Source: an optimization exercise on an open RTL-to-GDS flow (aim: small area, a short achievable clock period and few clock cycles per item). Production flows keep margins and buffers that such runs may drop. Function was checked by simulation only, so behaviour that the tests miss may differ from the original. No activity file was given, so power comes from the tool's default toggle rates.

**flow/config.mk**
```make
export PLATFORM = sky130hd
export DESIGN_NAME = arp_cache_and_responder_core
export DESIGN_NICKNAME = arp_cache_and_responder_core
export VERILOG_FILES = /design/flow/design.v
export SDC_FILE = /design/flow/constraint.sdc
export NUM_CORES = 4
export LEC_CHECK = 0
export CAP_MARGIN = 20
export CORE_MARGIN = 2
export CORE_UTILIZATION = 40
export SLEW_MARGIN = 20
```
**flow/run.sh**
```bash
#!/bin/bash
# synth_recipe.tcl (not shown) runs the flow's synth.tcl, then flattens the netlist and writes it again
# the make line also repeats each setting of config.mk as NAME=value (left out here)
make -C /OpenROAD-flow-scripts/flow DESIGN_CONFIG=/design/flow/config.mk WORK_HOME=/design/flow/orfs CLKGATE_MAP_FILE= SYNTH_SCRIPT=/design/flow/synth_recipe.tcl finish
```
**flow/design.v**
```verilog
package arpc_pkg;
  localparam int IP_W   = 32;
  localparam int MAC_W  = 48;
  localparam int AOP_W  = 16;
  localparam int STAT_W = 3;
  localparam int CFG_IDX_W  = 3;
  localparam int CFG_DATA_W = 48;
  localparam logic [1:0] OPC_RX_ARP  = 2'd0;
  localparam logic [1:0] OPC_ADD     = 2'd1;
  localparam logic [1:0] OPC_DELETE  = 2'd2;
  localparam logic [1:0] OPC_RESOLVE = 2'd3;
  localparam logic [AOP_W-1:0] ARP_OP_REQUEST = 16'd1;
  localparam logic [AOP_W-1:0] ARP_OP_REPLY   = 16'd2;
  localparam logic [1:0] TX_OP_REQUEST = 2'd1;
  localparam logic [1:0] TX_OP_REPLY   = 2'd2;
  localparam logic [STAT_W-1:0] ST_DONE      = 3'd0;
  localparam logic [STAT_W-1:0] ST_HIT       = 3'd1;
  localparam logic [STAT_W-1:0] ST_MISS      = 3'd2;
  localparam logic [STAT_W-1:0] ST_DEL_NF    = 3'd3;
  localparam logic [STAT_W-1:0] ST_NO_RECORD = 3'd4;
  localparam logic [STAT_W-1:0] ST_FULL      = 3'd5;
  localparam logic [CFG_IDX_W-1:0] CFG_OWN_IP0  = 3'd0;
  localparam logic [CFG_IDX_W-1:0] CFG_OWN_MAC0 = 3'd1;
  localparam logic [CFG_IDX_W-1:0] CFG_OWN_IP1  = 3'd2;
  localparam logic [CFG_IDX_W-1:0] CFG_OWN_MAC1 = 3'd3;
  localparam logic [CFG_IDX_W-1:0] CFG_DYN_MODE = 3'd4;
  typedef enum logic [1:0] {
    S_IDLE,
    S_SEARCH,
    S_FINISH
  } ctrl_state_t;
  typedef enum logic [1:0] {
    CMD_NONE,
    CMD_SET_MAC,
    CMD_INSERT,
    CMD_CLEAR
  } cmd_kind_t;
  typedef struct packed {
    logic             live;
    logic [IP_W-1:0]  ip;
    logic             prt;
    logic             use_port;
    logic             hit;
    logic             free;
    logic [MAC_W-1:0] mac;
  } tok_t;
  typedef struct packed {
    cmd_kind_t        kind;
    logic [IP_W-1:0]  ip;
    logic [MAC_W-1:0] mac;
    logic             prt;
  } cmd_t;
endpackage
module arp_cache_and_responder_core
#(
  parameter int TABLE_ENTRIES = 16,
  parameter int PORT_COUNT    = 2
) (
  input  logic                  clk,
  input  logic                  rst_n,
  input  logic                  in_valid,
  output logic                  in_stall,
  input  logic [1:0]            in_opcode,
  input  logic                  in_port,
  input  logic [arpc_pkg::AOP_W-1:0]      in_arp_operation,
  input  logic [arpc_pkg::IP_W-1:0]       in_sender_ip,
  input  logic [arpc_pkg::MAC_W-1:0]      in_sender_mac,
  input  logic [arpc_pkg::IP_W-1:0]       in_target_ip,
  input  logic                  in_cache_only,
  output logic                  out_valid,
  input  logic                  out_stall,
  output logic [arpc_pkg::STAT_W-1:0]     out_status,
  output logic                  out_tx_valid,
  output logic [1:0]            out_tx_operation,
  output logic                  out_tx_port,
  output logic [arpc_pkg::MAC_W-1:0]      out_tx_sender_mac,
  output logic [arpc_pkg::IP_W-1:0]       out_tx_sender_ip,
  output logic [arpc_pkg::MAC_W-1:0]      out_tx_target_mac,
  output logic [arpc_pkg::IP_W-1:0]       out_tx_target_ip,
  output logic [arpc_pkg::MAC_W-1:0]      out_resolved_mac,
  input  logic                  cfg_valid,
  output logic                  cfg_ready,
  input  logic [arpc_pkg::CFG_IDX_W-1:0]  cfg_index,
  input  logic [arpc_pkg::CFG_DATA_W-1:0] cfg_data
);
  localparam int N   = TABLE_ENTRIES;
  localparam int IPW = arpc_pkg::IP_W;
  localparam int MW  = arpc_pkg::MAC_W;
  logic [IPW-1:0] own_ip0_r, own_ip1_r;
  logic [MW-1:0]  own_mac0_r, own_mac1_r;
  logic           dyn_mode_r;
  assign cfg_ready = 1'b1;
  always_ff @(posedge clk) begin
    if (!rst_n) begin
      own_ip0_r  <= '0;
      own_mac0_r <= '0;
      own_ip1_r  <= '0;
      own_mac1_r <= '0;
      dyn_mode_r <= 1'b0;
    end else if (cfg_valid) begin
      case (cfg_index)
        arpc_pkg::CFG_OWN_IP0:  own_ip0_r  <= cfg_data[IPW-1:0];
        arpc_pkg::CFG_OWN_MAC0: own_mac0_r <= cfg_data[MW-1:0];
        arpc_pkg::CFG_OWN_IP1:  own_ip1_r  <= cfg_data[IPW-1:0];
        arpc_pkg::CFG_OWN_MAC1: own_mac1_r <= cfg_data[MW-1:0];
        arpc_pkg::CFG_DYN_MODE: dyn_mode_r <= cfg_data[0];
        default: ;
      endcase
    end
  end
  logic [N-1:0]   t_valid;
  logic [IPW-1:0] t_ip   [N];
  logic [MW-1:0]  t_mac  [N];
  logic [N-1:0]   t_port;
  logic o_v;
  logic adv;
  assign adv      = !(o_v && out_stall);
  assign in_stall = !adv;
  logic           a_v;
  logic [1:0]     a_opc;
  logic           a_prt;
  logic           a_req, a_rep;
  logic [IPW-1:0] a_key;
  logic [MW-1:0]  a_smac;
  logic           a_co;
  logic [3:0]     a_tg0, a_tg1;    
  logic [3:0]     tg0_in, tg1_in;
  always_comb begin
    for (int g = 0; g < 4; g++) begin
      tg0_in[g] = (in_target_ip[8*g +: 8] == own_ip0_r[8*g +: 8]);
      tg1_in[g] = (in_target_ip[8*g +: 8] == own_ip1_r[8*g +: 8]);
    end
  end
  always_ff @(posedge clk) begin
    if (!rst_n) begin
      a_v <= 1'b0;
    end else if (adv) begin
      a_v <= in_valid;
    end
    if (adv) begin
      a_opc  <= in_opcode;
      a_prt  <= in_port;
      a_req  <= (in_arp_operation == arpc_pkg::ARP_OP_REQUEST);
      a_rep  <= (in_arp_operation == arpc_pkg::ARP_OP_REPLY);
      a_key  <= (in_opcode == arpc_pkg::OPC_RESOLVE) ? in_target_ip : in_sender_ip;
      a_smac <= in_sender_mac;
      a_co   <= in_cache_only;
      a_tg0  <= tg0_in;
      a_tg1  <= tg1_in;
    end
  end
  logic           b_v;
  logic [1:0]     b_opc;
  logic           b_prt;
  logic           b_req, b_rep;
  logic [IPW-1:0] b_key;
  logic [MW-1:0]  b_smac;
  logic           b_co;
  logic           b_me;         
  logic [N-1:0]   b_raw;        
  logic           b_hitraw;     
  logic           b_eq;         
  logic           a_use_port;
  logic [N-1:0]   a_raw;
  logic           a_eq;
  assign a_use_port = a_opc[1];    
  always_comb begin
    for (int j = 0; j < N; j++) begin
      a_raw[j] = (t_ip[j] == a_key) && (!a_use_port || (t_port[j] == a_prt));
    end
    a_eq = (a_key == b_key) && (!a_use_port || (a_prt == b_prt));
  end
  always_ff @(posedge clk) begin
    if (!rst_n) begin
      b_v <= 1'b0;
    end else if (adv) begin
      b_v <= a_v;
    end
    if (adv) begin
      b_opc    <= a_opc;
      b_prt    <= a_prt;
      b_req    <= a_req;
      b_rep    <= a_rep;
      b_key    <= a_key;
      b_smac   <= a_smac;
      b_co     <= a_co;
      b_me     <= a_prt ? (&a_tg1) : (&a_tg0);
      b_raw    <= a_raw;
      b_hitraw <= |(a_raw & t_valid);
      b_eq     <= a_eq;
    end
  end
  logic [N-1:0]   last_ins;     
  logic           last_ins_any;
  logic           last_clr;     
  logic [N-1:0]   m;
  logic           hit;
  logic [N-1:0]   ff;
  logic           any_free;
  logic           learn, is_rx, is_del, is_res;
  logic           do_ins, do_clr;
  logic [N-1:0]   ins_vec, mac_we, clr_vec;
  logic [MW-1:0]  rmac;
  logic           wr;
  assign is_rx  = (b_opc == arpc_pkg::OPC_RX_ARP);
  assign is_del = (b_opc == arpc_pkg::OPC_DELETE);
  assign is_res = (b_opc == arpc_pkg::OPC_RESOLVE);
  assign learn  = (b_opc == arpc_pkg::OPC_ADD) || (is_rx && b_rep);
  assign wr     = b_v && adv;
  always_comb begin
    for (int j = 0; j < N; j++) begin
      m[j] = last_ins[j] ? b_eq : (b_raw[j] && t_valid[j]);
    end
    hit = (b_hitraw && !(last_clr && b_eq)) || (last_ins_any && b_eq);
    any_free = !(&t_valid);
    for (int j = 0; j < N; j++) begin
      ff[j] = !t_valid[j];
      for (int k = 0; k < j; k++) ff[j] = ff[j] && t_valid[k];
    end
    do_ins  = learn && !hit && any_free;
    do_clr  = is_del && hit;
    ins_vec = ff & {N{do_ins}};
    mac_we  = ins_vec | (m & {N{learn}});
    clr_vec = m & {N{is_del}};
    rmac = '0;
    for (int j = 0; j < N; j++) begin
      rmac = rmac | (t_mac[j] & {MW{m[j]}});
    end
  end
  always_ff @(posedge clk) begin
    if (adv) begin
      last_ins     <= b_v ? ins_vec : '0;
      last_ins_any <= b_v && do_ins;
      last_clr     <= b_v && do_clr;
    end
  end
  always_ff @(posedge clk) begin
    if (!rst_n) begin
      t_valid <= '0;
    end else if (wr) begin
      t_valid <= (t_valid | ins_vec) & ~clr_vec;
    end
  end
  always_ff @(posedge clk) begin
    for (int j = 0; j < N; j++) begin
      if (wr && ins_vec[j]) begin
        t_ip[j]   <= b_key;
        t_port[j] <= b_prt;
      end
      if (wr && mac_we[j]) begin
        t_mac[j] <= b_smac;
      end
    end
  end
  logic [arpc_pkg::STAT_W-1:0] res_status;
  logic                        res_txv;
  logic [1:0]                  res_txop;
  logic [MW-1:0]               res_smac;
  logic [IPW-1:0]              res_sip;
  logic [MW-1:0]               res_tmac;
  logic [IPW-1:0]              res_tip;
  logic [MW-1:0]               res_rmac;
  logic [IPW-1:0]              b_own_ip;
  logic [MW-1:0]               b_own_mac;
  assign b_own_ip  = b_prt ? own_ip1_r : own_ip0_r;
  assign b_own_mac = b_prt ? own_mac1_r : own_mac0_r;
  always_comb begin
    res_status = arpc_pkg::ST_DONE;
    res_txv    = 1'b0;
    res_txop   = '0;
    res_smac   = '0;
    res_sip    = '0;
    res_tmac   = '0;
    res_tip    = '0;
    res_rmac   = '0;
    if (learn) begin
      if (!hit && !any_free) res_status = arpc_pkg::ST_FULL;
    end else if (is_rx) begin
      if (b_req && b_me) begin
        res_txv  = 1'b1;
        res_txop = arpc_pkg::TX_OP_REPLY;
        res_smac = b_own_mac;
        res_sip  = b_own_ip;
        res_tmac = b_smac;
        res_tip  = b_key;
      end
    end else if (is_del) begin
      if (!hit) res_status = arpc_pkg::ST_DEL_NF;
    end else begin
      if (hit) begin
        res_status = arpc_pkg::ST_HIT;
        res_rmac   = rmac;
      end else if (b_co) begin
        res_status = arpc_pkg::ST_MISS;
      end else if (dyn_mode_r) begin
        res_status = arpc_pkg::ST_MISS;
        res_txv    = 1'b1;
        res_txop   = arpc_pkg::TX_OP_REQUEST;
        res_smac   = b_own_mac;
        res_sip    = b_own_ip;
        res_tip    = b_key;
      end else begin
        res_status = arpc_pkg::ST_NO_RECORD;
      end
    end
  end
  logic [arpc_pkg::STAT_W-1:0] o_status;
  logic                        o_txv;
  logic [1:0]                  o_txop;
  logic                        o_txp;
  logic [MW-1:0]               o_smac;
  logic [IPW-1:0]              o_sip;
  logic [MW-1:0]               o_tmac;
  logic [IPW-1:0]              o_tip;
  logic [MW-1:0]               o_rmac;
  always_ff @(posedge clk) begin
    if (!rst_n) begin
      o_v <= 1'b0;
    end else if (adv) begin
      o_v <= b_v;
    end
    if (adv) begin
      o_status <= res_status;
      o_txv    <= res_txv;
      o_txop   <= res_txop;
      o_txp    <= res_txv && b_prt;
      o_smac   <= res_smac;
      o_sip    <= res_sip;
      o_tmac   <= res_tmac;
      o_tip    <= res_tip;
      o_rmac   <= res_rmac;
    end
  end
  assign out_valid         = o_v;
  assign out_status        = o_status;
  assign out_tx_valid      = o_txv;
  assign out_tx_operation  = o_txop;
  assign out_tx_port       = o_txp;
  assign out_tx_sender_mac = o_smac;
  assign out_tx_sender_ip  = o_sip;
  assign out_tx_target_mac = o_tmac;
  assign out_tx_target_ip  = o_tip;
  assign out_resolved_mac  = o_rmac;
endmodule
```
**flow/constraint.sdc**
```tcl
create_clock -name core_clock -period 5.0 [get_ports {clk}]
set_input_delay 1.0000 -clock core_clock [delete_from_list [all_inputs] [get_ports {clk}]]
set_output_delay 1.0000 -clock core_clock [all_outputs]
set_load 0.01 [all_outputs]
```
==> results of run 1 <==
-- critical path, delay by kind of cell, from the launching register on --
kind,cells,cell delay (ps)
AO/OA/AOI/OAI,1,480
buffers and inverters,1,610
flip-flops,1,590
AND/OR/NAND/NOR,4,1890
-- Yosys cell counts (50+ instances only) --
master / number / area (µm²)
and3_1: 50 / 313
clkbuf_1: 221 / 830
mux2i_1: 81 / 811
nor2_1: 115 / 432
edfxtp_1: 1728 / 51900
a22o_1: 145 / 1270
xnor2_1: 86 / 753
a22oi_1: 96 / 721
xor2_1: 539 / 4720
a221oi_1: 145 / 1270
nand2_1: 405 / 1520
dfxtp_1: 180 / 3600
nor4_1: 163 / 1020
a21boi_0: 162 / 1220
and2_1: 52 / 325
-- stage by stage --
stage / worst slack, ps / util / instance area (µm²)
floorplan: -1150 / - / 73200
global placement: 915 / 0.447 / 80800
detailed placement: 905 / 0.447 / 80900
CTS: 1020 / 0.482 / 87200
global route: 814 / 0.482 / 87200
finish: 995 / 0.482 / 87200
-- state kept, by name, indices dropped and copies added (netlist names), 3 cells and up --
register,count
a_smac,48
t_ip,512
b_raw,16
b_smac,48
o_tip,32
a_tg1,4
own_mac0_r,48
o_smac,48
b_key,32
a_key,32
a_tg0,4
t_port,16
o_sip,32
own_mac1_r,48
last_ins,16
own_ip1_r,32
o_tmac,48
own_ip0_r,32
t_valid,16
t_mac,768
o_rmac,48
o_status,3
-- metal layers --
metal	wire [µm]	GRT usage	vias up	part of all wire
met5	78	0	-	0.00036
met2	107000	0.384	1882	0.49
met3	16900	0.0410	347	0.077
li1	-	-	18300	-
met1	87400	0.304	22100	0.40
met4	7030	0.0775	12	0.032
-- path summary, 6_finish.rpt --
| kind | startpoint | endpoint | slack [ps] |
|---|---|---|---|
| setup / recovery | t_valid[0]$_SDFFE_PN0P_ | t_mac[14][5]$_DFFE_PP_ | 1000 |
| hold / removal | a_smac[41]$_DFFE_PN_ | b_smac[41]$_DFFE_PN_ | 390 |
| setup reg to reg | t_valid[0]$_SDFFE_PN0P_ | t_mac[14][5]$_DFFE_PP_ | 1000 |
| hold reg to reg | a_smac[41]$_DFFE_PN_ | b_smac[41]$_DFFE_PN_ | 390 |
-- final cells by class --
cell class | count | area [µm²] | share of cell area
inverters | 38 | 143 | 0.00164
clock buffers | 259 | 5240 | 0.0601
multi-input cells | 2336 | 16900 | 0.193
flip-flops and latches | 1908 | 55500 | 0.636
diodes | 5 | 12.5 | 0.000143
well taps | 2370 | 2970 | 0.0340
repair buffers | 560 | 5470 | 0.0627
clock inverters | 100 | 1040 | 0.0119
-- power groups by stage --
stage | logic (mW) | clock network (mW) | registers [mW]
after floorplan | 0.685 | 0 | 18.2
after global placement | 1.59 | 0 | 18.3
after detailed placement | 1.63 | 0 | 18.3
after CTS | 1.64 | 14.5 | 18.0
after global routing | 1.70 | 15.1 | 18.0
final | 1.65 | 14.3 | 18.0
-- logic make-up (layout without fill, tap and decap cells) --
| group | count (synthesis) | in the layout | synth area share |
|---|---|---|---|
| mux | 113 | 113 | 0.0161 |
| xor+xnor | 625 | 625 | 0.0750 |
| other cells | 1 | 6 | 0.0000514 |
| buf+inv | 290 | 957 | 0.0151 |
| compound gates | 661 | 661 | 0.0713 |
| flops | 1908 | 1908 | 0.761 |
| simple gates | 934 | 934 | 0.0616 |
| fa+ha+maj | 2 | 2 | 0.000343 |
==> reports/qor.csv, run 1 <==
stage;metric;value;unit
global_route;grt_pass1_vias;41500;
cells_and_area;final_common_cell;edfxtp_1;
worst_setup_path;ff2ff_path_depth;6;
routing;antenna_left;0;
clock_network;path_clk_slew;60;ps
global_route;antenna_found_initial;16;
global_route;grt_start_max_net_pins;153;
power;clkPwrFrac;0.422;
job;maxCapViolCount;0;
worst_setup_path;critical_path.slowest_cell;or4_1;
power;internal-power;26.3;mW
worst_setup_path;crit_arrival;4470;ps
routing;wl_per_cell;28.9;µm
worst_setup_path;required;5460;ps
place;gp_congestion;0.824;
floorplanning;die_x;431;µm
global_route;overflow;0;
clock_network;cts-buffers-inserted;195;
power;pwr-share-comb;0.049;
clock_network;cts.repair.resized;0;
power;power;33.9;mW
worst_setup_path;path_max_fanout;33;
place;place_hpwl;129000;µm
cells_and_area;nNetsFinal;5229;
logic_synthesis;syn_avg_cell_area;16.1;µm²
power;vdd_drop_max;0.283;mV
sta;min_period_over_period;0.801;
hold_path;hold_depth;0;
cells_and_area;drive_above_1_share;0.101;
global_route;grt_pass1_wl;307000;µm
sta;slew_violations;0;
routing;drcViolationCount;0;
power;leakagePower;28.4;nW
clock_network;cts_root_buf;clkbuf_16;
hold_path;hold_path.class;register to register;
sta;timing.fmax;0.250;GHz
floorplanning;core;181000;µm²
routing;drtPass1Iterations;6;
cells_and_area;layout_common_cells;edfxtp_1 (1728), xor2_1 (539), clkdlybuf4s50_1 (403);
floorplanning;die_h;431;µm
place;port_buffers;404;
routing;vias;42600;
clock_network;clockBufferDepth;3;
worst_setup_path;crit_path_end_kind;register;
sta;hold_ws;392;ps
logic_synthesis;synth-seq-cells;1908;
run_status;outcome;complete, no violations;
floorplanning;die-area;186000;µm²
logic_synthesis;ys.flop_type;edfxtp_1;
sta;period_needed;4000;ps
clock_network;post-cts-setup-buffers;0;
routing;initialDrtViolationCount;4654;
cells_and_area;fin_cells;7576;
worst_setup_path;path_cells;nand3_2 > or4_1 > or3_1 > nor4_4 > a21o_2 > buf_4;
power;switching_share;0.225;
floorplanning;start_util;0.403;
floorplanning;io_pins;406;
sta;finClkSkew;58.3;ps
sta;setup_viol_count_final;0;
logic_synthesis;syn-num-nets;4724;
routing;routed_wl;219000;µm
logic_synthesis;synth_edf_count;1728;
place;dp.cells;7212;
sta;hold_viol_final;0;
logic_synthesis;ys_types;49;
power;power-per-cell-area;389;nW/µm²
sta;slew_headroom;0.229;
logic_synthesis;async_reset_ff_frac;0;
routing;vias_per_cell;5.62;
sta;tightest_slew;1160;ps
clock_network;insertion_delay;850;ps
cells_and_area;syn2layout_area_growth;19.6;%
worst_setup_path;max_stage_delay;780;ps
cells_and_area;fillers;15200;
floorplanning;num_rows;156;
logic_synthesis;ys_seq_area_frac;0.761;
power;p_switching;7.64;mW
worst_setup_path;startpoint_type;register;
sta;setup_tns;0;ps
clock_network;cts.hold.buffers_added;0;
clock_network;cts_sinks;1908;
global_route;grt_usage;0.230;
clock_network;h-tree-depth;4;
clock_network;cts_tree;done;
power;p_seq_frac;0.530;
sta;rsz0062_at_grt;false;
logic_synthesis;mappedNetlistArea;73000;µm²
worst_setup_path;path_class;register to register;
logic_synthesis;synth_cells;4534;
logic_synthesis;synth_warnings;3;
Testbench counts, summed over its fixed seeds: cycles 3,224, items 3,200.
==> run 2, diff against run 1 <==
--- a/flow/design.v
+++ b/flow/design.v
@@ -160,9 +160,15 @@
   logic [N-1:0]   b_raw;        
   logic           b_hitraw;     
   logic           b_eq;         
+  logic [N-1:0]   b_ff1;        
+  logic [N-1:0]   b_ff2;        
+  logic           b_any1;       
+  logic           b_any2;       
   logic           a_use_port;
   logic [N-1:0]   a_raw;
   logic           a_eq;
+  logic [N-1:0]   a_ff1, a_ff2, a_below;
+  logic           a_any1, a_any2;
   assign a_use_port = a_opc[1];    
   always_comb begin
     for (int j = 0; j < N; j++) begin
@@ -170,6 +176,20 @@
     end
     a_eq = (a_key == b_key) && (!a_use_port || (a_prt == b_prt));
   end
+  always_comb begin
+    logic seen1, seen2;
+    seen1 = 1'b0;
+    seen2 = 1'b0;
+    for (int j = 0; j < N; j++) begin
+      a_below[j] = !seen1;
+      a_ff1[j]   = !t_valid[j] && !seen1;
+      a_ff2[j]   = !t_valid[j] && seen1 && !seen2;
+      seen2      = seen2 || (!t_valid[j] && seen1);
+      seen1      = seen1 || !t_valid[j];
+    end
+    a_any1 = seen1;
+    a_any2 = seen2;
+  end
   always_ff @(posedge clk) begin
     if (!rst_n) begin
       b_v <= 1'b0;
@@ -188,11 +208,17 @@
       b_raw    <= a_raw;
       b_hitraw <= |(a_raw & t_valid);
       b_eq     <= a_eq;
+      b_ff1    <= a_ff1;
+      b_ff2    <= a_ff2;
+      b_any1   <= a_any1;
+      b_any2   <= a_any2;
     end
   end
   logic [N-1:0]   last_ins;     
   logic           last_ins_any;
   logic           last_clr;     
+  logic [N-1:0]   last_clr_vec;
+  logic           last_clr_low;  
   logic [N-1:0]   m;
   logic           hit;
   logic [N-1:0]   ff;
@@ -212,14 +238,19 @@
       m[j] = last_ins[j] ? b_eq : (b_raw[j] && t_valid[j]);
     end
     hit = (b_hitraw && !(last_clr && b_eq)) || (last_ins_any && b_eq);
-    any_free = !(&t_valid);
-    for (int j = 0; j < N; j++) begin
-      ff[j] = !t_valid[j];
-      for (int k = 0; k < j; k++) ff[j] = ff[j] && t_valid[k];
+    if (last_ins_any) begin
+      ff       = b_ff2;
+      any_free = b_any2;
+    end else if (last_clr_low) begin
+      ff       = last_clr_vec;
+      any_free = 1'b1;
+    end else begin
+      ff       = b_ff1;
+      any_free = b_any1 || last_clr;
     end
     do_ins  = learn && !hit && any_free;
     do_clr  = is_del && hit;
-    ins_vec = ff & {N{do_ins}};
+    ins_vec = ff & {N{learn && !hit}};
     mac_we  = ins_vec | (m & {N{learn}});
     clr_vec = m & {N{is_del}};
     rmac = '0;
@@ -232,6 +263,8 @@
       last_ins     <= b_v ? ins_vec : '0;
       last_ins_any <= b_v && do_ins;
       last_clr     <= b_v && do_clr;
+      last_clr_vec <= clr_vec;
+      last_clr_low <= b_v && (|(clr_vec & a_below));
     end
   end
   always_ff @(posedge clk) begin
==> flow/flow/run.sh (new file) <==
#!/bin/bash
# The standard layout (standard.sh, which runs the standard synthesis unchanged) with three
# changes: port buffers are buf_2 instead of the default delay-buffer cell, timing repair may
# resize across cell footprints, and clock tree synthesis inserts no dummy loads.
set -euo pipefail
bash standard.sh \
  BUFFER_PORTS_ARGS="-buffer_cell sky130_fd_sc_hd__buf_2" \
  MATCH_CELL_FOOTPRINT=0 \
  CTS_ARGS="-sink_clustering_enable -repair_clock_nets -dont_use_dummy_load -sink_clustering_size 30 -sink_clustering_max_diameter 60" \
  finish > standard_flow.log 2>&1
==> flow/standard.sh (new file) <==
#!/bin/bash
# synth_recipe.tcl (not shown) runs the flow's synth.tcl, then flattens the netlist and writes it again
# the make line also repeats each setting of config.mk as NAME=value (left out here)
make -C /OpenROAD-flow-scripts/flow DESIGN_CONFIG=/design/flow/config.mk WORK_HOME=/design/flow/orfs CLKGATE_MAP_FILE= SYNTH_SCRIPT=/design/flow/synth_recipe.tcl "${@:-finish}"
--- a/flow/config.mk
+++ b/flow/config.mk
@@ -7,5 +7,9 @@
 export LEC_CHECK = 0
 export CAP_MARGIN = 20
 export CORE_MARGIN = 2
-export CORE_UTILIZATION = 40
+export CORE_UTILIZATION = 60
+export CTS_CLUSTER_DIAMETER = 60
+export CTS_CLUSTER_SIZE = 30
+export PLACE_DENSITY = 0.75
+export SETUP_SLACK_MARGIN = 2.6
 export SLEW_MARGIN = 20
removed: flow/run.sh
==> reports/qor.csv, run 2 <==
stage;metric;value;unit
run_status;outcome;complete, no violations;
logic_synthesis;synth.area.top_cells;edfxtp_1 (71%), xor2_1 (6.2%), dfxtp_1 (4.8%);
worst_setup_path;path_class;register to register;
logic_synthesis;synth-seq-cells;1958;
job;maxCapViolCount;0;
worst_setup_path;ff2ff_path_depth;8;
clock_network;path_clk_slew;80;ps
power;vdd_drop_max;0.415;mV
power;leakagePower;31.1;nW
logic_synthesis;synth_most_common_cell;edfxtp_1;
cells_and_area;nNetsFinal;5695;
logic_synthesis;synth_common_cells;edfxtp_1 (1778), xor2_1 (535), nand2_1 (512);
worst_setup_path;crit_path_end_kind;register;
cells_and_area;fin_cells;7159;
sta;slew_headroom;0.289;
logic_synthesis;ys.flop_type;edfxtp_1;
hold_path;hold_depth;1;
logic_synthesis;ys_seq_area_frac;0.753;
place;dp.cells;6784;
sta;rsz0062_at_grt;true;
routing;drtPass1Iterations;6;
sta;finClkSkew;115;ps
worst_setup_path;max_stage_delay;480;ps
logic_synthesis;synth_warnings;3;
sta;setup_tns;0;ps
power;power;29.9;mW
routing;wl_per_cell;32.9;µm
global_route;grt_usage;0.337;
routing;drcViolationCount;0;
clock_network;cts_tree;done;
worst_setup_path;path_cells;buf_6 > a22oi_2 > nand3_4 > clkbuf_16 > nor3_4 > a21o_4 > buf_4 > clkbuf_16;
sta;hold_ws;370;ps
sta;min_period_over_period;0.507;
floorplanning;num_rows;130;
logic_synthesis;syn-num-nets;5036;
logic_synthesis;syn_avg_cell_area;15.6;µm²
floorplanning;die_h;359;µm
global_route;grt_start_max_net_pins;156;
place;port_buffers;404;
routing;routed_wl;235000;µm
clock_network;cts_root_buf;clkbuf_16;
floorplanning;io_pins;406;
logic_synthesis;mappedNetlistArea;75700;µm²
worst_setup_path;required;5480;ps
clock_network;cts-buffers-inserted;131;
floorplanning;die-area;129000;µm²
global_route;overflow;0;
sta;tightest_slew;1070;ps
clock_network;cts.hold.buffers_added;0;
clock_network;cts_sinks;1958;
worst_setup_path;worst-path-stages;8;
worst_setup_path;startpoint_type;register;
sta;hold_viol_final;0;
logic_synthesis;async_reset_ff_frac;0;
place;gp_congestion;0.925;
clock_network;clockBufferDepth;3;
floorplanning;die_x;359;µm
worst_setup_path;crit_arrival;3010;ps
cells_and_area;drive_above_1_share;0.208;
global_route;grt_pass1_wl;311000;µm
logic_synthesis;synth_cells;4846;
cells_and_area;layout_common_cells;edfxtp_1 (1778), xor2_1 (535), nand2_1 (496);
sta;period_needed;2530;ps
logic_synthesis;ys_types;55;
cells_and_area;syn2layout_area_growth;16.5;%
global_route;grt_pass1_vias;44300;
place;place_hpwl;120000;µm
cells_and_area;largest_reg_flops;768;
logic_synthesis;synth_largest_area_cell;edfxtp_1;
logic_synthesis;synth_top_cell_area_share;0.706;
cells_and_area;final_common_cell;edfxtp_1;
sta;slew_violations;0;
worst_setup_path;critical_path.slowest_cell;edfxtp_1;
routing;vias_per_cell;6.66;
clock_network;insertion_delay;830;ps
routing;vias;47700;
worst_setup_path;timing.reg2reg.setup_slack;2470;ps
worst_setup_path;path_buf_inv;4;
floorplanning;core;125000;µm²
hold_path;hold_path.class;primary input to register;
routing;antenna_left;0;
worst_setup_path;path_max_fanout;7;
cells_and_area;top_regs;t_mac x768, t_ip x512;
worst_setup_path;crit_top_cell;clkbuf_16;
sta;timing.fmax;0.395;GHz
cells_and_area;regMostFlops;t_mac;
power;power-per-cell-area;339;nW/µm²
logic_synthesis;synth_edf_count;1778;
floorplanning;start_util;0.603;
worst_setup_path;critPathTopFamily;buffers and inverters;
routing;initialDrtViolationCount;7819;
global_route;antenna_found_initial;14;
clock_network;h-tree-depth;4;
sta;setup_viol_count_final;0;
==> run 2: routing by layer <==
metal	track usage	up-vias	share of wire
li1	-	19400	-
met1	0.466	23500	0.35
met2	0.514	3918	0.44
met3	0.0909	776	0.15
met4	0.136	12	0.052
met5	0	-	0.00033
==> run 2: kinds of logic (layout without fill, tap and decap cells) <==
kind of cell    count (synthesis)  after routing  synth area share
flops                        1958           1958             0.753
other cells                     1              7         0.0000496
compound gates                685            702            0.0689
simple gates                 1143           1147            0.0701
xor+xnor                      632            632            0.0732
mux                           129            129            0.0176
fa+ha+maj                       5              5          0.000728
buf+inv                       293            929            0.0162
==> run 2: what timing repair did <==
| action | CTS | global route |
|---|---|---|
| buffers inserted | 130 | 48 |
| endpoints found under the hold margin | 0 | 0 |
| gates cloned | 23 | 37 |
| pin swaps | 25 | 46 |
| resized for setup | 127 | 170 |
| endpoints found under the setup margin | 1691 | 806 |
==> run 2: path summary, 6_finish.rpt <==
check                  startpoint               endpoint
min             in_sender_mac[39]   a_smac[39]$_DFFE_PN_
min reg2reg  a_smac[25]$_DFFE_PN_   b_smac[25]$_DFFE_PN_
max                b_eq$_DFFE_PN_  t_mac[6][9]$_DFFE_PP_
max reg2reg        b_eq$_DFFE_PN_  t_mac[6][9]$_DFFE_PP_
==> run 2: metrics by stage <==
step,setup slack [ps],cell area [µm²],utilization
after floorplan,-605,75900,-
after global placement,1280,80400,0.642
after detailed placement,1230,80400,0.642
after CTS,2450,86100,0.686
after global routing,2420,88200,0.703
final,2470,88200,0.703
==> run 2: final cells by class <==
cell class              instances  area (µm²)
diodes                          6        15.0
clock buffers                 131        3280
fillers                      7754       37200
repair buffers                773        6620
multi-input cells            2616       19100
inverters                      25         101
flip-flops and latches       1958       57000
well taps                    1650        2060
==> run 2: power by group <==
part / internal [mW] / switching [mW] / total [mW]
clock network: 4.64 / 5.06 / 9.70
registers: 18.1 / 0.263 / 18.4
logic: 0.590 / 1.22 / 1.81
total: 23.4 / 6.54 / 29.9
Testbench counts of run 2, summed over its fixed seeds: cycles 3,224, items 3,200.
==> run 3, diff against run 2 <==
--- a/flow/design.v
+++ b/flow/design.v
@@ -214,8 +214,7 @@
       b_any2   <= a_any2;
     end
   end
-  logic [N-1:0]   last_ins;     
-  logic           last_ins_any;
+  logic           last_ins_any;  
   logic           last_clr;     
   logic [N-1:0]   last_clr_vec;
   logic           last_clr_low;  
@@ -235,7 +234,7 @@
   assign wr     = b_v && adv;
   always_comb begin
     for (int j = 0; j < N; j++) begin
-      m[j] = last_ins[j] ? b_eq : (b_raw[j] && t_valid[j]);
+      m[j] = (last_ins_any && b_ff1[j]) ? b_eq : (b_raw[j] && t_valid[j]);
     end
     hit = (b_hitraw && !(last_clr && b_eq)) || (last_ins_any && b_eq);
     if (last_ins_any) begin
@@ -260,7 +259,6 @@
   end
   always_ff @(posedge clk) begin
     if (adv) begin
-      last_ins     <= b_v ? ins_vec : '0;
       last_ins_any <= b_v && do_ins;
       last_clr     <= b_v && do_clr;
       last_clr_vec <= clr_vec;
==> reports/qor.csv, run 3 <==
stage;metric;value;unit
run_status;outcome;complete, no violations;
sta;timing.fmax;0.362;GHz
logic_synthesis;synth_common_cells;edfxtp_1 (1762), xor2_1 (387), nand2_1 (372);
floorplanning;num_rows;130;
cells_and_area;layout_common_cells;edfxtp_1 (1762), buf_2 (395), xor2_1 (386);
clock_network;path_clk_slew;110;ps
clock_network;cts-buffers-inserted;134;
sta;slew_violations;0;
cells_and_area;drive_above_1_share;0.272;
power;switching_share;0.226;
routing;drtPass1Iterations;13;
logic_synthesis;mappedNetlistArea;75700;µm²
worst_setup_path;crit_path_end_kind;register;
logic_synthesis;synth_top_cell_area_share;0.699;
power;clkPwrFrac;0.331;
logic_synthesis;synth_largest_area_cell;edfxtp_1;
place;port_buffers;404;
logic_synthesis;synth_cells;4667;
cells_and_area;final_common_cell;edfxtp_1;
power;p_switching;6.83;mW
logic_synthesis;async_reset_ff_frac;0;
place;gp_congestion;0.901;
cells_and_area;regMostFlops;t_mac;
logic_synthesis;synth.area.top_cells;edfxtp_1 (70%), dfxtp_1 (4.8%), xor2_1 (4.5%);
logic_synthesis;synth_edf_count;1762;
worst_setup_path;critPathTopFamily;compound AO/OA/AOI/OAI gates;
sta;period_needed;2760;ps
worst_setup_path;path_buf_inv;4;
routing;antenna_left;0;
sta;setup_tns;0;ps
routing;wl_per_cell;37.3;µm
clock_network;cts_tree;done;
clock_network;clockBufferDepth;3;
clock_network;cts.hold.buffers_added;0;
floorplanning;die_h;359;µm
logic_synthesis;syn-num-nets;4857;
logic_synthesis;synth_warnings;3;
floorplanning;core;125000;µm²
worst_setup_path;crit_top_cell;buf_6;
logic_synthesis;synth_most_common_cell;edfxtp_1;
sta;setup_viol_count_final;0;
cells_and_area;fillers;7058;
worst_setup_path;max_stage_delay;500;ps
power;power-per-cell-area;330;nW/µm²
logic_synthesis;ys.flop_type;edfxtp_1;
routing;initialDrtViolationCount;9960;
global_route;antenna_found_initial;25;
cells_and_area;largest_reg_flops;768;
worst_setup_path;critical_path.slowest_cell;edfxtp_1;
clock_network;insertion_delay;820;ps
clock_network;h-tree-depth;4;
cells_and_area;nNetsFinal;5734;
routing;drcViolationCount;0;
sta;rsz0062_at_grt;true;
clock_network;cts_root_buf;clkbuf_16;
sta;tightest_slew;1170;ps
worst_setup_path;startpoint_type;register;
power;leakagePower;31.5;nW
worst_setup_path;required;5500;ps
logic_synthesis;ys_types;67;
global_route;grt_start_max_net_pins;150;
clock_network;cts_sinks;1942;
floorplanning;start_util;0.603;
cells_and_area;fin_cells;7207;
logic_synthesis;syn_avg_cell_area;16.2;µm²
logic_synthesis;synth-seq-cells;1942;
global_route;overflow;0;
routing;vias;51100;
global_route;grt_pass1_wl;338000;µm
sta;min_period_over_period;0.553;
global_route;grt_pass1_vias;46500;
sta;hold_viol_final;0;
place;place_hpwl;124000;µm
power;internal-power;23.4;mW
floorplanning;io_pins;406;
cells_and_area;top_regs;t_mac x768, t_ip x512;
worst_setup_path;path_class;register to register;
routing;routed_wl;269000;µm
hold_path;hold_path.class;primary input to register;
power;p_seq_frac;0.605;
power;vdd_drop_max;0.384;mV
floorplanning;die-area;129000;µm²
worst_setup_path;crit_arrival;3260;ps
logic_synthesis;ys_seq_area_frac;0.747;
place;dp.cells;6601;
worst_setup_path;path_max_fanout;7;
global_route;grt_usage;0.371;
routing;vias_per_cell;7.09;
sta;slew_headroom;0.220;
floorplanning;die_x;359;µm
sta;finClkSkew;113;ps
worst_setup_path;path_cells;buf_6 > buf_6 > and3_4 > a31o_4 > buf_12 > clkbuf_16 > a22o_1 > a221oi_2 > a31oi_2;
cells_and_area;syn2layout_area_growth;21.0;%
sta;hold_ws;354;ps
power;pwr-share-comb;0.064;
job;maxCapViolCount;0;
==> run 3: changes by cell type in the layout (fill, tap and decap cells not counted), sizes merged, moves of 31 or more <==
cell | before | now
a31oi | 20 | 66
nand2 | 516 | 376
a22oi | 263 | 97
clkbuf | 160 | 191
a22o | 61 | 148
xnor2 | 97 | 248
and3 | 24 | 67
nor4 | 184 | 108
xor2 | 535 | 387
buf | 744 | 922
nor3 | 49 | 18
a221oi | 61 | 148
==> run 3: repair_timing <==
item                       in CTS  in global routing
setup buffers                 241                 90
setup endpoints to repair    1707               1215
resized for setup             355                321
cloned                         74                 52
pin swaps                      82                117
==> run 3: cell type report <==
type / instances / area [µm²] / share of cell area
diodes: 15 / 37.5 / 0.000410
clock buffers: 134 / 3350 / 0.0366
inverters: 8 / 37.5 / 0.000410
multi-input cells: 2479 / 19900 / 0.217
flip-flops and latches: 1942 / 56500 / 0.618
well taps: 1650 / 2060 / 0.0225
repair buffers: 979 / 9610 / 0.105
==> run 3: through the flow <==
stage / power, mW / instance area (µm²) / setup WS (ps) / util
global placement: 20.2 / 79700 / 858 / 0.636
CTS: 29.8 / 88100 / 2420 / 0.702
floorplan: 19.4 / 75900 / -727 / -
global route: 30.6 / 91500 / 2290 / 0.730
detailed placement: 20.2 / 79700 / 824 / 0.636
finish: 30.2 / 91600 / 2240 / 0.730
==> run 3: power groups by stage <==
stage / sequential [mW] / clock [mW] / combinational, mW
after CTS: 18.2 / 9.79 / 1.77
after global placement: 18.7 / 0 / 1.49
after global routing: 18.3 / 10.4 / 1.94
after detailed placement: 18.7 / 0 / 1.51
after floorplan: 18.6 / 0 / 0.808
final: 18.3 / 9.98 / 1.93
==> run 3: path summary, 6_finish.rpt <==
check / depth (start not counted) / slack, ps / end / startpoint
setup reg to reg: 9 / 2240 / o_rmac[19]$_SDFFCE_PP0N_ / b_eq$_DFFE_PN_
setup / recovery: 9 / 2240 / o_rmac[19]$_SDFFCE_PP0N_ / b_eq$_DFFE_PN_
hold / removal: 1 / 350 / a_smac[34]$_DFFE_PN_ / in_sender_mac[34]
hold reg to reg: 0 / 380 / b_smac[16]$_DFFE_PN_ / a_smac[16]$_DFFE_PN_
==> run 3: cell families (layout without fill, tap and decap cells) <==
| group | Yosys count | in the layout | share of synthesized area |
|---|---|---|---|
| compound gates | 726 | 740 | 0.0758 |
| flops | 1942 | 1942 | 0.747 |
| xor+xnor | 635 | 635 | 0.0736 |
| mux | 130 | 130 | 0.0177 |
| buf+inv | 284 | 1121 | 0.0219 |
| other cells | 1 | 16 | 0.0000496 |
| simple gates | 944 | 968 | 0.0633 |
| fa+ha+maj | 5 | 5 | 0.000728 |
==> run 3: routing by layer <==
metal  up-vias  track usage  share of wire
met5         -            0         0.0011
met4        22        0.193          0.078
met3      1436        0.123           0.17
met2      5449        0.548           0.43
met1     24700        0.494           0.32
li1      19500            -              -
Testbench counts of run 3, summed over its fixed seeds: cycles 3,224, items 3,200.
==> run 4, diff against run 3 <==
--- a/flow/design.v
+++ b/flow/design.v
@@ -159,6 +159,7 @@
   logic           b_me;         
   logic [N-1:0]   b_raw;        
   logic           b_hitraw;     
+  logic           b_learn;      
   logic           b_eq;         
   logic [N-1:0]   b_ff1;        
   logic [N-1:0]   b_ff2;        
@@ -167,6 +168,8 @@
   logic           a_use_port;
   logic [N-1:0]   a_raw;
   logic           a_eq;
+  logic           a_hitraw;
+  logic           a_learn;
   logic [N-1:0]   a_ff1, a_ff2, a_below;
   logic           a_any1, a_any2;
   assign a_use_port = a_opc[1];    
@@ -175,6 +178,8 @@
       a_raw[j] = (t_ip[j] == a_key) && (!a_use_port || (t_port[j] == a_prt));
     end
     a_eq = (a_key == b_key) && (!a_use_port || (a_prt == b_prt));
+    a_hitraw = |(a_raw & t_valid);
+    a_learn  = (a_opc == arpc_pkg::OPC_ADD) || ((a_opc == arpc_pkg::OPC_RX_ARP) && a_rep);
   end
   always_comb begin
     logic seen1, seen2;
@@ -206,7 +211,8 @@
       b_co     <= a_co;
       b_me     <= a_prt ? (&a_tg1) : (&a_tg0);
       b_raw    <= a_raw;
-      b_hitraw <= |(a_raw & t_valid);
+      b_hitraw <= a_hitraw;
+      b_learn  <= a_learn;
       b_eq     <= a_eq;
       b_ff1    <= a_ff1;
       b_ff2    <= a_ff2;
@@ -224,19 +230,27 @@
   logic           any_free;
   logic           learn, is_rx, is_del, is_res;
   logic           do_ins, do_clr;
+  logic           new_go;       
   logic [N-1:0]   ins_vec, mac_we, clr_vec;
   logic [MW-1:0]  rmac;
   logic           wr;
   assign is_rx  = (b_opc == arpc_pkg::OPC_RX_ARP);
   assign is_del = (b_opc == arpc_pkg::OPC_DELETE);
   assign is_res = (b_opc == arpc_pkg::OPC_RESOLVE);
-  assign learn  = (b_opc == arpc_pkg::OPC_ADD) || (is_rx && b_rep);
+  assign learn  = b_learn;
   assign wr     = b_v && adv;
   always_comb begin
     for (int j = 0; j < N; j++) begin
       m[j] = (last_ins_any && b_ff1[j]) ? b_eq : (b_raw[j] && t_valid[j]);
     end
-    hit = (b_hitraw && !(last_clr && b_eq)) || (last_ins_any && b_eq);
+    if (last_ins_any) begin
+      hit = b_hitraw || b_eq;
+    end else if (last_clr) begin
+      hit = b_hitraw && !b_eq;
+    end else begin
+      hit = b_hitraw;
+    end
+    new_go = learn && !hit;
     if (last_ins_any) begin
       ff       = b_ff2;
       any_free = b_any2;
@@ -247,9 +261,9 @@
       ff       = b_ff1;
       any_free = b_any1 || last_clr;
     end
-    do_ins  = learn && !hit && any_free;
+    do_ins  = new_go && any_free;
     do_clr  = is_del && hit;
-    ins_vec = ff & {N{learn && !hit}};
+    ins_vec = ff & {N{new_go}};
     mac_we  = ins_vec | (m & {N{learn}});
     clr_vec = m & {N{is_del}};
     rmac = '0;
==> reports/qor.csv, run 4 <==
stage;metric;value;unit
power;power;30.1;mW
logic_synthesis;synth_largest_area_cell;edfxtp_1;
cells_and_area;nNetsFinal;5652;
power;vdd_drop_max;0.375;mV
routing;antenna_left;0;
clock_network;insertion_delay;800;ps
place;dpl_worst_slack;1200;ps
sta;setup_tns;0;ps
routing;drtPass1Iterations;10;
worst_setup_path;crit_arrival;3340;ps
cells_and_area;syn2layout_area_growth;18.7;%
global_route;overflow;0;
worst_setup_path;max_stage_delay;460;ps
logic_synthesis;synth_warnings;3;
cells_and_area;multi_input_area;20000;µm²
global_route;antenna_found_initial;24;
routing;vias_per_cell;7.02;
place;port_buffers;404;
sta;min_period_over_period;0.565;
cells_and_area;regMostFlops;t_mac;
sta;timing.fmax;0.354;GHz
routing;initialDrtViolationCount;8808;
cells_and_area;drive_above_1_share;0.252;
floorplanning;die_h;359;µm
worst_setup_path;startpoint_type;register;
clock_network;path_clk_slew;80;ps
place;place_hpwl;118000;µm
global_route;grt-busiest-layer;met2;
cells_and_area;fin_cells;7118;
clock_network;h-tree-depth;4;
sta;hold_viol_final;0;
global_route;grt_usage;0.358;
clock_network;cts_root_buf;clkbuf_16;
power;leakagePower;31.1;nW
routing;wl_per_cell;35.9;µm
routing;drcViolationCount;0;
routing;routed_wl;255000;µm
logic_synthesis;synth.area.top_cells;edfxtp_1 (70%), dfxtp_1 (4.8%), xor2_1 (4.5%);
clock_network;cts_tree;done;
sta;rsz0062_at_grt;true;
floorplanning;die_x;359;µm
worst_setup_path;critPathTopFamily;compound AO/OA/AOI/OAI gates;
clock_network;clockBufferDepth;3;
logic_synthesis;syn_avg_cell_area;16.2;µm²
logic_synthesis;ys.flop_type;edfxtp_1;
logic_synthesis;mappedNetlistArea;75700;µm²
logic_synthesis;syn-num-nets;4871;
place;dp.cells;6614;
floorplanning;io_pins;406;
logic_synthesis;ys_seq_area_frac;0.746;
hold_path;hold_path.class;primary input to register;
floorplanning;start_util;0.604;
place;gp_congestion;0.874;
floorplanning;core;125000;µm²
logic_synthesis;synth_cells;4681;
global_route;met1_usage;0.483;
logic_synthesis;synth_edf_count;1762;
logic_synthesis;ys_types;69;
worst_setup_path;required;5520;ps
worst_setup_path;critical_path.slowest_cell;edfxtp_1;
worst_setup_path;crit_path_end_kind;register;
cells_and_area;top_regs;t_mac x768, t_ip x512;
global_route;grt_use_met3;0.116;
clock_network;cts.hold.buffers_added;0;
global_route;use_met2;0.529;
clock_network;cts-buffers-inserted;134;
global_route;grt_pass1_wl;327000;µm
logic_synthesis;async_reset_ff_frac;0;
cells_and_area;fillers;7362;
sta;period_needed;2820;ps
cells_and_area;final_util;0.717;
job;maxCapViolCount;0;
logic_synthesis;synth_common_cells;edfxtp_1 (1762), xor2_1 (388), nand2_1 (372);
run_status;outcome;complete, no violations;
cells_and_area;final_common_cell;edfxtp_1;
sta;setup_viol_count_final;0;
sta;finClkSkew;100;ps
logic_synthesis;synth_most_common_cell;edfxtp_1;
worst_setup_path;path_max_fanout;7;
routing;vias;50000;
sta;setup_ws;2180;ps
global_route;grt_pass1_vias;45100;
worst_setup_path;path_cells;buf_6 > buf_6 > buf_12 > clkbuf_16 > and3_4 > a31o_4 > clkbuf_16 > a22o_1 > a221oi_2 > and3_1 > a31oi_1;
cells_and_area;ff_latch_area;56500;µm²
sta;tightest_slew;1120;ps
sta;slew_violations;0;
power;power-per-cell-area;334;nW/µm²
floorplanning;num_rows;130;
floorplanning;die-area;129000;µm²
clock_network;cts_sinks;1942;
global_route;grt_start_max_net_pins;159;
worst_setup_path;path_class;register to register;
logic_synthesis;synth-seq-cells;1942;
cells_and_area;largest_reg_flops;768;
worst_setup_path;path_buf_inv;5;
cells_and_area;layout_common_cells;edfxtp_1 (1762), buf_2 (394), xor2_1 (388);
logic_synthesis;synth_top_cell_area_share;0.699;
sta;slew_headroom;0.256;
-- run 4: cell types whose count changed after synthesis, moves of 10 or more --
cell	previous run	this run
nand2b_1	0	15
and2_1	51	63
o211a_1	0	13
nand3_1	36	53
a31oi_1	66	52
a41o_1	0	13
o22ai_1	17	6
o221a_1	11	0
a31o_2	14	4
-- run 4: power by group --
group,switching [mW],internal [mW]
Sequential,0.274,18.0
Clock,5.17,4.74
Combinational,1.25,0.652
-- run 4: logic make-up (layout without fill, tap and decap cells) --
group	Yosys count	in the layout	share of synthesized area
DFF	1942	1942	0.746
buffers and inverters	287	1030	0.0218
adders and majority gates	5	5	0.000727
and+or+nand+nor	969	976	0.0644
muxes	130	130	0.0177
AOI/OAI and AO/OA	711	740	0.0748
other	1	9	0.0000495
xor gates and xnor gates	636	636	0.0740
-- run 4: worst paths after layout --
path	to	slack, ps	cells after the start	from
setup / recovery	o_rmac[26]$_SDFFCE_PP0N_	2180	11	last_ins_any$_DFFE_PN_
hold / removal	a_smac[19]$_DFFE_PN_	380	1	in_sender_mac[19]
setup reg to reg	o_rmac[26]$_SDFFCE_PP0N_	2180	11	last_ins_any$_DFFE_PN_
hold reg to reg	b_smac[27]$_DFFE_PN_	390	0	a_smac[27]$_DFFE_PN_
-- run 4: cell type report --
class,count,area share
flip-flops and latches,1942,0.629
multi-input cells,2488,0.223
repair buffers,889,0.0874
clock buffers,134,0.0373
well taps,1650,0.0230
inverters,7,0.000362
diodes,8,0.000223
-- run 4: per-layer routing --
metal,part of all wire,routed length (µm),vias to the layer above
met2,0.43,109000,4853
met5,0.0016,417,-
met1,0.33,84400,24400
li1,-,-,19400
met4,0.073,18600,30
met3,0.17,43400,1293
-- run 4: stage by stage --
stage / instance area, µm² / hold slack, ps
after floorplan: 76000 / 400
after global placement: 79900 / 401
after detailed placement: 79900 / 405
after CTS: 87100 / 338
after global routing: 89900 / 362
final: 89900 / 380
-- run 4: what timing repair did --
item / CTS / global route
pin swaps: 83 / 92
gates cloned: 47 / 34
buffers inserted: 167 / 114
gates resized for setup: 295 / 187
setup endpoints to repair: 1713 / 1246
Testbench counts of run 4, summed over its fixed seeds: cycles 3,224, items 3,200.
==> run 5, diff against run 4 <==
--- a/flow/design.v
+++ b/flow/design.v
@@ -123,12 +123,13 @@
   logic [IPW-1:0] a_key;
   logic [MW-1:0]  a_smac;
   logic           a_co;
-  logic [3:0]     a_tg0, a_tg1;    
-  logic [3:0]     tg0_in, tg1_in;
+  logic [3:0]     a_tg;            
+  logic [IPW-1:0] own_ip_in;
+  logic [3:0]     tg_in;
+  assign own_ip_in = in_port ? own_ip1_r : own_ip0_r;
   always_comb begin
     for (int g = 0; g < 4; g++) begin
-      tg0_in[g] = (in_target_ip[8*g +: 8] == own_ip0_r[8*g +: 8]);
-      tg1_in[g] = (in_target_ip[8*g +: 8] == own_ip1_r[8*g +: 8]);
+      tg_in[g] = (in_target_ip[8*g +: 8] == own_ip_in[8*g +: 8]);
     end
   end
   always_ff @(posedge clk) begin
@@ -145,8 +146,7 @@
       a_key  <= (in_opcode == arpc_pkg::OPC_RESOLVE) ? in_target_ip : in_sender_ip;
       a_smac <= in_sender_mac;
       a_co   <= in_cache_only;
-      a_tg0  <= tg0_in;
-      a_tg1  <= tg1_in;
+      a_tg   <= tg_in;
     end
   end
   logic           b_v;
@@ -157,7 +157,8 @@
   logic [MW-1:0]  b_smac;
   logic           b_co;
   logic           b_me;         
-  logic [N-1:0]   b_raw;        
+  logic [N-1:0]   b_rawv;       
+  logic [N-1:0]   b_insm;       
   logic           b_hitraw;     
   logic           b_learn;      
   logic           b_eq;         
@@ -209,8 +210,9 @@
       b_key    <= a_key;
       b_smac   <= a_smac;
       b_co     <= a_co;
-      b_me     <= a_prt ? (&a_tg1) : (&a_tg0);
-      b_raw    <= a_raw;
+      b_me     <= &a_tg;
+      b_rawv   <= a_raw & t_valid;
+      b_insm   <= a_ff1 & {N{a_eq}};
       b_hitraw <= a_hitraw;
       b_learn  <= a_learn;
       b_eq     <= a_eq;
@@ -233,6 +235,7 @@
   logic           new_go;       
   logic [N-1:0]   ins_vec, mac_we, clr_vec;
   logic [MW-1:0]  rmac;
+  logic [N-1:0]   rsel;         
   logic           wr;
   assign is_rx  = (b_opc == arpc_pkg::OPC_RX_ARP);
   assign is_del = (b_opc == arpc_pkg::OPC_DELETE);
@@ -241,7 +244,8 @@
   assign wr     = b_v && adv;
   always_comb begin
     for (int j = 0; j < N; j++) begin
-      m[j] = (last_ins_any && b_ff1[j]) ? b_eq : (b_raw[j] && t_valid[j]);
+      m[j]    = (b_rawv[j] && !(last_clr && b_eq)) || (last_ins_any && b_insm[j]);
+      rsel[j] = b_rawv[j] || (last_ins_any && b_insm[j]);
     end
     if (last_ins_any) begin
       hit = b_hitraw || b_eq;
@@ -268,7 +272,7 @@
     clr_vec = m & {N{is_del}};
     rmac = '0;
     for (int j = 0; j < N; j++) begin
-      rmac = rmac | (t_mac[j] & {MW{m[j]}});
+      rmac = rmac | (t_mac[j] & {MW{rsel[j]}});
     end
   end
   always_ff @(posedge clk) begin
==> reports/qor.csv, run 5 <==
stage;metric;value;unit
sta;slew_violations;0;
logic_synthesis;syn-num-nets;4892;
logic_synthesis;synth_common_cells;edfxtp_1 (1774), xor2_1 (485), nand2_1 (352);
logic_synthesis;synth_largest_area_cell;edfxtp_1;
place;dp.cells;6608;
sta;timing.fmax;0.391;GHz
floorplanning;die-area;128000;µm²
logic_synthesis;ys.flop_type;edfxtp_1;
power;power;30.1;mW
sta;hold_ws;352;ps
sta;min_period_over_period;0.511;
clock_network;clockBufferDepth;3;
cells_and_area;layout_common_cells;edfxtp_1 (1774), xor2_1 (485), buf_2 (387);
worst_setup_path;critical_path.slowest_cell;edfxtp_1;
logic_synthesis;synth_cells;4702;
clock_network;insertion_delay;810;ps
worst_setup_path;required;4000;ps
logic_synthesis;syn_avg_cell_area;16.0;µm²
clock_network;cts_tree;done;
cells_and_area;top_regs;t_mac x768, t_ip x512;
routing;drcViolationCount;0;
worst_setup_path;path_max_fanout;1;
sta;finClkSkew;99.5;ps
logic_synthesis;async_reset_ff_frac;0;
logic_synthesis;synth_top_cell_area_share;0.707;
cells_and_area;largest_reg_flops;768;
worst_setup_path;max_stage_delay;540;ps
routing;drtPass1Iterations;6;
cells_and_area;nNetsFinal;5539;
routing;antenna_left;0;
routing;initialDrtViolationCount;7428;
floorplanning;die_x;358;µm
run_status;outcome;complete, no violations;
worst_setup_path;startpoint_type;register;
routing;vias_per_cell;6.74;
sta;period_needed;2560;ps
power;vdd_drop_max;0.337;mV
floorplanning;die_h;358;µm
job;maxCapViolCount;0;
global_route;overflow;0;
place;place_hpwl;121000;µm
cells_and_area;drive_above_1_share;0.208;
cells_and_area;final_util;0.702;
logic_synthesis;synth_edf_count;1774;
global_route;grt_pass1_vias;44700;
worst_setup_path;crit_path_end_kind;output port;
sta;hold_viol_final;0;
sta;setup_tns;0;ps
cells_and_area;syn2layout_area_growth;15.6;%
routing;vias;47100;
global_route;grt_start_max_net_pins;119;
sta;slew_headroom;0.224;
worst_setup_path;critPathTopFamily;flip-flops;
logic_synthesis;mappedNetlistArea;75300;µm²
global_route;grt_usage;0.351;
hold_path;hold_path.class;primary input to register;
clock_network;cts-buffers-inserted;130;
cells_and_area;final_common_cell;edfxtp_1;
floorplanning;num_rows;129;
logic_synthesis;ys_seq_area_frac;0.755;
sta;rsz0062_at_grt;true;
sta;tightest_slew;1160;ps
routing;wl_per_cell;33.1;µm
cells_and_area;fin_cells;6989;
floorplanning;start_util;0.607;
logic_synthesis;synth_warnings;3;
clock_network;cts_sinks;1954;
routing;routed_wl;232000;µm
floorplanning;io_pins;406;
worst_setup_path;path_buf_inv;1;
worst_setup_path;path_class;register to output port;
logic_synthesis;synth-seq-cells;1954;
worst_setup_path;crit_arrival;1560;ps
logic_synthesis;synth_most_common_cell;edfxtp_1;
floorplanning;core;124000;µm²
clock_network;cts_root_buf;clkbuf_16;
clock_network;cts.hold.buffers_added;0;
logic_synthesis;synth.area.top_cells;edfxtp_1 (71%), xor2_1 (5.6%), dfxtp_1 (4.8%);
place;port_buffers;404;
worst_setup_path;path_cells;buf_2;
power;leakagePower;30.2;nW
global_route;grt_pass1_wl;318000;µm
clock_network;h-tree-depth;4;
cells_and_area;regMostFlops;t_mac;
clock_network;path_clk_slew;100;ps
global_route;antenna_found_initial;20;
place;gp_congestion;0.914;
logic_synthesis;ys_types;62;
sta;setup_viol_count_final;0;
power;power-per-cell-area;346;nW/µm²
[run 5: cell types whose count changed in the layout (fill, tap and decap cells not counted), sizes merged, moves of 22 or more]
cell / before / now
clkbuf: 167 / 145
nand3: 54 / 31
xnor2: 248 / 94
nor2: 152 / 182
buf: 856 / 745
inv: 6 / 35
mux2i: 98 / 130
xor2: 388 / 485
a41o: 35 / 0
[run 5: metrics by stage]
stage	instance area [µm²]	worst slack (ps)
after global placement	79900	1170
after CTS	85600	2440
after floorplan	75700	1410
after global routing	87100	2420
final	87100	2440
after detailed placement	79900	1110
[run 5: cell families after synthesis]
family / share of synthesized area
mux: 0.0221
xor+xnor: 0.0673
flops: 0.755
compound gates: 0.0773
fa+ha+maj: 0.000864
buf+inv: 0.0162
other cells: 0.0000498
simple gates: 0.0610
[run 5: layout make-up]
class,instances,area (µm²)
Sequential cell,1954,56900
Fill cell,7629,37000
Multi-Input combinational cell,2468,18600
Timing Repair Buffer,760,6120
Clock buffer,130,3250
Tap cell,1637,2050
Inverter,35,134
Antenna cell,5,12.5
[run 5: where the power goes]
group	internal [mW]	total [mW]	switching, mW
clock	4.60	9.65	5.05
combinational	0.721	2.12	1.40
sequential	18.1	18.4	0.266
[run 5: path summary, 6_finish.rpt]
| kind | start | slack, ps | depth (start not counted) | to |
|---|---|---|---|---|
| worst max-delay path | o_rmac[18]$_SDFFCE_PP0N_ | 2440 | 1 | out_resolved_mac[18] |
| worst min-delay path | in_sender_mac[4] | 350 | 1 | a_smac[4]$_DFFE_PN_ |
| worst max register to register | last_ins_any$_DFFE_PN_ | 2450 | 7 | t_mac[8][15]$_DFFE_PP_ |
| worst min register to register | a_smac[23]$_DFFE_PN_ | 410 | 0 | b_smac[23]$_DFFE_PN_ |
[run 5: what timing repair did]
item | in CTS | in global routing
endpoints found under the setup margin | 1830 | 1473
pin swaps | 46 | 49
cloned | 35 | 11
resized for setup | 215 | 100
endpoints found under the hold margin | 0 | 0
setup buffers | 108 | 92
[run 5: routing by layer]
layer	up-vias	global-route usage	wire (µm)
li1	19100	-	-
met5	-	0	160
met2	3872	0.531	105000
met1	23400	0.478	79800
met3	635	0.0991	34800
met4	24	0.161	11800
Testbench counts of run 5, summed over its fixed seeds: cycles 3,224, items 3,200.
==> run 6, diff against run 5 <==
--- a/flow/config.mk
+++ b/flow/config.mk
@@ -13,3 +13,4 @@
 export PLACE_DENSITY = 0.75
 export SETUP_SLACK_MARGIN = 2.6
 export SLEW_MARGIN = 20
+export TNS_END_PERCENT = 10
==> reports/qor.csv, run 6 <==
stage;metric;value;unit
run_status;outcome;complete, no violations;
worst_setup_path;crit_path_end_kind;register;
floorplanning;num_rows;129;
logic_synthesis;synth_edf_count;1774;
worst_setup_path;startpoint_type;register;
cells_and_area;layout_common_cells;edfxtp_1 (1774), xor2_1 (485), buf_2 (401);
global_route;grt_usage;0.345;
worst_setup_path;ff2ff_path_depth;5;
routing;drtPass1Iterations;6;
global_route;overflow;0;
worst_setup_path;required;5460;ps
cells_and_area;drive_above_1_share;0.188;
logic_synthesis;synth-seq-cells;1954;
global_route;grt_start_max_net_pins;138;
cells_and_area;final_common_cell;edfxtp_1;
floorplanning;io_pins;406;
floorplanning;die_h;358;µm
floorplanning;start_util;0.607;
logic_synthesis;syn-num-nets;4892;
routing;vias;46800;
worst_setup_path;crit_top_cell;buf_12;
routing;routed_wl;228000;µm
place;place_hpwl;124000;µm
logic_synthesis;ys_seq_area_frac;0.755;
cells_and_area;syn2layout_area_growth;13.5;%
cells_and_area;ff_latch_area;56900;µm²
worst_setup_path;max_stage_delay;850;ps
routing;vias_per_cell;6.77;
worst_setup_path;path_cells;buf_12 > nor2_1 > a21oi_1 > o22ai_4 > buf_12;
cells_and_area;multi_input_area;18400;µm²
logic_synthesis;synth_largest_area_cell;edfxtp_1;
place;port_buffers;404;
routing;antenna_left;0;
sta;rsz0062_at_grt;true;
sta;period_needed;2610;ps
global_route;grt_pass1_vias;44900;
floorplanning;die_x;358;µm
worst_setup_path;crit_arrival;3070;ps
clock_network;cts_root_buf;clkbuf_16;
global_route;antenna_found_initial;21;
sta;slew_violations;0;
global_route;use_met2;0.529;
hold_path;min_to;b_smac[26]$_DFFE_PN_;
sta;hold_ws;331;ps
logic_synthesis;synth_most_common_cell;edfxtp_1;
logic_synthesis;synth_cells;4702;
global_route;met1_usage;0.472;
hold_path;min-delay-start;a_smac[26]$_DFFE_PN_;
logic_synthesis;syn_avg_cell_area;16.0;µm²
logic_synthesis;mappedNetlistArea;75300;µm²
clock_network;h-tree-depth;4;
power;power-per-cell-area;353;nW/µm²
clock_network;cts_tree;done;
logic_synthesis;synth_common_cells;edfxtp_1 (1774), xor2_1 (485), nand2_1 (352);
floorplanning;die-area;128000;µm²
sta;tightest_slew;1170;ps
power;vdd_drop_max;0.379;mV
logic_synthesis;async_reset_ff_frac;0;
logic_synthesis;ys_types;62;
sta;timing.fmax;0.383;GHz
sta;setup_tns;0;ps
sta;hold_viol_final;0;
hold_path;hold_path.class;register to register;
sta;slew_headroom;0.223;
job;maxCapViolCount;0;
cells_and_area;largest_reg_flops;768;
clock_network;cts_sinks;1954;
global_route;grt_pass1_wl;314000;µm
clock_network;insertion_delay;800;ps
clock_network;cts-buffers-inserted;132;
global_route;grt_use_met3;0.0872;
logic_synthesis;synth.area.top_cells;edfxtp_1 (71%), xor2_1 (5.6%), dfxtp_1 (4.8%);
routing;drcViolationCount;0;
place;gp_congestion;0.882;
clock_network;cts.hold.buffers_added;0;
cells_and_area;nNetsFinal;5455;
routing;wl_per_cell;33.0;µm
floorplanning;core;124000;µm²
cells_and_area;fillers;7920;
hold_path;hold_depth;0;
cells_and_area;top_regs;t_mac x768, t_ip x512;
worst_setup_path;path_max_fanout;73;
logic_synthesis;synth_top_cell_area_share;0.707;
worst_setup_path;r2r-start;last_ins_any$_DFFE_PN_;
sta;min_period_over_period;0.523;
clock_network;clockBufferDepth;3;
sta;setup_viol_count_final;0;
worst_setup_path;path_class;register to register;
power;leakagePower;29.5;nW
worst_setup_path;critical_path.slowest_cell;a21oi_1;
worst_setup_path;timing.reg2reg.setup_slack;2390;ps
routing;initialDrtViolationCount;7701;
sta;finClkSkew;91.2;ps
logic_synthesis;synth_warnings;3;
logic_synthesis;ys.flop_type;edfxtp_1;
clock_network;path_clk_slew;100;ps
cells_and_area;regMostFlops;t_mac;
global_route;grt-busiest-layer;met2;
worst_setup_path;reg2reg_to;t_mac[7][31]$_DFFE_PP_;
run 6: metrics by stage:
step	utilization	worst slack [ps]	area (µm²)	power, mW	instances
after global routing	0.688	2390	85500	30.8	6901
final	0.689	2390	85500	30.2	6909
after detailed placement	0.645	1200	80000	20.5	6622
after CTS	0.683	2330	84800	30.0	6864
after floorplan	-	1410	75700	19.5	4702
after global placement	0.645	1260	80000	20.5	6622
run 6: worst max path at each step:
stage	start	to	slack, ps	depth (start not counted)
CTS	a_key[13]$_DFFE_PN_	b_hitraw$_DFFE_PN_	2330	7
detailed placement	out_stall	t_mac[2][7]$_DFFE_PP_	1200	6
floorplan	out_stall	in_stall	1410	3
global route	b_key[3]$_DFFE_PN_	b_insm[14]$_DFFE_PN_	2390	6
global placement	out_stall	t_mac[2][5]$_DFFE_PP_	1260	6
finish	last_ins_any$_DFFE_PN_	t_mac[7][31]$_DFFE_PP_	2390	5
run 6: area by class of cell:
type | instances | share of cell area
clock buffers | 132 | 0.0386
multi-input cells | 2470 | 0.215
flip-flops and latches | 1954 | 0.666
inverters | 35 | 0.00168
repair buffers | 672 | 0.0552
well taps | 1637 | 0.0240
diodes | 9 | 0.000263
run 6: critical path, delay by kind of cell (launching register included):
kind,cells,cell delay (ps)
flops,1,410
simple gates,1,100
compound gates,2,1020
buf+inv,2,650
run 6: report_power, final:
part	total, mW	switching (mW)	internal, mW
clock network	9.75	5.08	4.67
registers	18.4	0.261	18.1
logic	2.05	1.40	0.652
run 6: logic make-up (layout without fill, tap and decap cells):
group / after synthesis / count (layout) / share of synthesized area
mux: 162 / 162 / 0.0221
fa+ha+maj: 6 / 6 / 0.000864
buf+inv: 309 / 839 / 0.0162
other cells: 1 / 10 / 0.0000498
compound gates: 741 / 752 / 0.0773
flops: 1954 / 1954 / 0.755
xor+xnor: 579 / 579 / 0.0673
simple gates: 950 / 970 / 0.0610
run 6: metal layers:
layer,share of wire,up-vias
met4,0.047,32
met2,0.46,3877
li1,-,19000
met3,0.15,589
met5,0.00086,-
met1,0.35,23300
run 6: what timing repair did:
item | 4_1_cts | 5_1_grt
gates resized for setup | 96 | 55
pin swaps | 24 | 19
setup buffers | 86 | 25
cloned | 24 | 11
endpoints found under the setup margin | 1823 | 1397

static timing again, ports no longer ideal:
In the flow no input, the clock included, has a driving cell. The finished layouts below were timed again as built, in two steps. Step 1 assumes that a clkbuf_16 drives the clock port and a buf_2 every other input. Step 2 moves the port delays by t, midway between the first and last clock arrival at a register: inputs arrive t later, outputs are due t later. That takes back most of the time a late clock gives input paths. Slacks: no drivers / after step 1 / after step 2; pairs: no drivers / after step 1.
run	shift t [ns]	setup slack, ns	worst register clock-pin slew, ns	cell pins on the clock port's net
run 1	0.916	0.995 / 0.995 / 0.898	0.07 / 0.07	1
run 2	0.852	2.465 / 2.408 / 1.815	0.11 / 0.11	1
run 3	0.851	2.237 / 2.169 / 1.746	0.12 / 0.12	1
run 4	0.832	2.176 / 2.176 / 1.722	0.10 / 0.10	1
run 5	0.850	2.444 / 2.359 / 1.789	0.11 / 0.11	1
run 6	0.843	2.386 / 2.385 / 1.734	0.11 / 0.11	1
After both steps setup and hold are still met in every run listed. The setup slack of run 5, which loses most, moves by -0.085 ns with the drivers and by -0.655 ns with both steps.
